What follows belongs to an exercise in optimizing a design on an open flow for small area and a short achievable clock period; a production flow would make more cautious choices. RTL that was checked went through simulation tests only; none was proved equivalent to the original. Power and IR drop assume default switching activity.

Setup of job 5773:
Design aluCluster, start of the top module:
module aluCluster (
    input  logic                            clk,
    input  logic                            rstN,
    input  logic                            awvalid,
    output logic                            awready,
    input  logic [aluBusPkg::ADDR_W-1:0]    awaddr,
    input  logic                            wvalid,
    output logic                            wready,
    input  logic [aluPkg::DATA_W-1:0]       wdata,
    output logic                            bvalid,
    input  logic                            bready,
    output logic [aluBusPkg::RESP_W-1:0]    bresp,
    input  logic                            arvalid,
    output logic                            arready,
    input  logic [aluBusPkg::ADDR_W-1:0]    araddr,
    output logic                            rvalid,
    input  logic                            rready,
    output logic [aluPkg::DATA_W-1:0]       rdata,
    output logic [aluBusPkg::RESP_W-1:0]    rresp
);
For scale: about 1500 cells after synthesis, roughly 260 flip-flops.
Settings: LEC_CHECK=0, CAP_MARGIN=20, CORE_MARGIN=2, CORE_UTILIZATION=40, CTS_BUF_LIST=sky130_fd_sc_hd__clkbuf_8, CTS_CLUSTER_SIZE=40, SLEW_MARGIN=20; clock period 26.0 ns.
standard.sh (not shown) runs the stock make flow with config.mk's settings and CLKGATE_MAP_FILE= SYNTH_SCRIPT=/design/flow/synth_recipe.tcl, a recipe that flattens the netlist after the stock synthesis.
==> flow/flow/run.sh <==
#!/bin/bash
# The standard layout, with plain buffers on the ports instead of the
# delay buffers buffer_ports picks on its own, and repair aiming for slack
# well beyond the clock target. Tool output goes to make.log here and to
# orfs/logs.
set -euo pipefail
bash standard.sh \
  "BUFFER_PORTS_ARGS=-buffer_cell sky130_fd_sc_hd__buf_2" \
  SETUP_SLACK_MARGIN=15 \
  finish > make.log 2>&1
The following lists how job 2187 was set up differently from job 5773:
- clearing CTS_CLUSTER_SIZE, which used to be 40
- putting ABC_AREA at 1 where nothing was set
- clearing CTS_BUF_LIST, which used to be sky130_fd_sc_hd__clkbuf_8
### Flow results
When job 2187 is set beside job 5773, its area after synthesis turns out to be about 0.9% larger. Per the comparison of job 2187 with job 5773, worst setup slack dropped 0.036 ns; footprint of the flip-flops and latches barely changed; horizontal extent of the die climbed 0.88 µm. Taking job 5773 as the reference point, the relative contribution of the clock network to total power of job 2187 rises by 5.3 points. awready as the capture point of the worst path was reported by job 5773, and wready by job 2187. Diff job 5773 -> job 2187: met2 global-route usage now smaller, sequential power comparable.
Input changes introduced in job 7624 (baseline for comparison: job 2187):
- removing ABC_AREA (formerly 1)
==> flow/flow/run.sh <==
#!/bin/bash
# The standard layout, with plain buffers on the ports instead of the
# delay buffers buffer_ports picks on its own. Tool output goes to make.log
# here and to orfs/logs.
set -euo pipefail
bash standard.sh \
  "BUFFER_PORTS_ARGS=-buffer_cell sky130_fd_sc_hd__buf_2" \
  finish > make.log 2>&1
### Flow results
Wire: job 7624 routes more than job 2187
Sort job 2187 and job 7624 by layout overhead on the synthesized area asc -> top: job 7624
Compared to job 2187, job 7624 has area after synthesis 0.85% lower.
Job 7624 against job 2187: share of total power in the clock network fell by 2.1 points, highest clock rate fell by 0.99 MHz.
Compare job 2187 and job 7624 | combinational power lower: job 7624
The fraction of cell area in non-clock buffers was comparable across job 2187 and job 7624.
Going from job 2187 to job 7624, synthesized cell count now sits lower; flip-flop and latch area now sits at about the same level.
No run of this note included a check of the RTL's function; only the layout flow was run.

== run a ==
Another version of the RTL of aluCluster (not shown whole).
Size: about 1400 cells after synthesis, roughly 260 flip-flops, about 96 I/O pins, ~17000 um2 of cells after synthesis.
Settings: LEC_CHECK=0, CAP_MARGIN=20, CORE_MARGIN=2, CORE_UTILIZATION=40, CTS_BUF_LIST=sky130_fd_sc_hd__clkbuf_8, CTS_CLUSTER_DIAMETER=300, CTS_CLUSTER_SIZE=16, SLEW_MARGIN=20; clock period 26.0 ns.
==> flow/flow/run.sh <==
#!/bin/bash
# The standard layout, with plain buffers on the ports instead of the
# delay buffers buffer_ports picks on its own, and repair aiming for slack
# well beyond the clock target. Tool output goes to make.log here and to
# orfs/logs.
set -euo pipefail
bash standard.sh \
  "BUFFER_PORTS_ARGS=-buffer_cell sky130_fd_sc_hd__buf_1" \
  SETUP_SLACK_MARGIN=15 \
  finish > make.log 2>&1
Run a closes out successfully: all stages finished, all timing, DRC and antenna checks passed.
The following lists how run b was set up differently from run a:
==> flow/flow/run.sh <==
#!/bin/bash
# The standard layout, with plain buffers on the ports instead of the
# delay buffers buffer_ports picks on its own, repair aiming for slack well
# beyond the clock target, and no dummy clock loads. Tool output goes to
# make.log here and to orfs/logs.
set -euo pipefail
bash standard.sh \
  "BUFFER_PORTS_ARGS=-buffer_cell sky130_fd_sc_hd__buf_1" \
  SETUP_SLACK_MARGIN=15 \
  "CTS_ARGS=-sink_clustering_enable -repair_clock_nets -sink_clustering_size 16 -sink_clustering_max_diameter 300 -buf_list sky130_fd_sc_hd__clkbuf_8 -dont_use_dummy_load" \
  finish > make.log 2>&1
==> flow/config.mk <==
export PLATFORM = sky130hd
export DESIGN_NAME = aluCluster
export DESIGN_NICKNAME = aluCluster
export VERILOG_FILES = /design/flow/design.v
export SDC_FILE = /design/flow/constraint.sdc
export NUM_CORES = 4
export LEC_CHECK = 0
export CAP_MARGIN = 10
export CORE_MARGIN = 2
export CORE_UTILIZATION = 55
export CTS_BUF_LIST = sky130_fd_sc_hd__clkbuf_8
export CTS_CLUSTER_DIAMETER = 300
export CTS_CLUSTER_SIZE = 16
export SLEW_MARGIN = 10
==> notes.md <==
Overall track demand over capacity in global routing for run b is higher than for run a. Run b vs run a on smallest setup slack after layout: run b is the lower one. [compare] base=run a new=run b: wire length after detailed routing went down; highest net fanout along the worst path shows no meaningful change. In run b, the detail-routed net length per standard cell came out about 2% above the value in run a. Per the comparison of run b with run a, global-route met1 utilization increased 11 points, number of vias after detailed routing went up by about 0.5%, clock distribution area overhead in the final layout now smaller. Diff run b and run a: worst-margin pin slew higher in run b.

static timing again, ports no longer ideal:
Ports are ideal in the flow. The routed layouts listed here were re-timed in OpenROAD. Step 1 (the two cells are an assumption about what drives the block):
set clk [get_ports {clk}]
set_driving_cell -lib_cell sky130_fd_sc_hd__clkbuf_16 $clk
set_driving_cell -lib_cell sky130_fd_sc_hd__buf_2 [delete_from_list [all_inputs] $clk]
Step 2, shift: input delay + t, output delay - t, t = (earliest + latest rising clock arrival at the registers) / 2. This alone moves slack from input paths to output paths. Slacks: ideal / step 1 / step 2; pairs: ideal / step 1.
| run | shift t [ns] | setup slack, ns | worst hold slack (ns) |
|---|---|---|---|
| job 5773 | 0.663 | 14.651 / 14.614 / 14.614 | 0.340 / 0.340 / 0.340 |
| job 2187 | 0.636 | 14.615 / 14.581 / 14.581 | 0.348 / 0.348 / 0.348 |
| job 7624 | 0.634 | 14.485 / 14.457 / 14.457 | 0.356 / 0.356 / 0.356 |
| run a | 0.637 | 14.716 / 14.684 / 14.684 | 0.367 / 0.367 / 0.367 |
| run b | 0.570 | 14.669 / 14.636 / 14.636 | 0.360 / 0.360 / 0.360 |
After both steps setup and hold are still met in every run listed. For job 5773, which loses most, drivers alone change the setup slack by -0.037 ns; drivers and shift together by -0.037 ns.
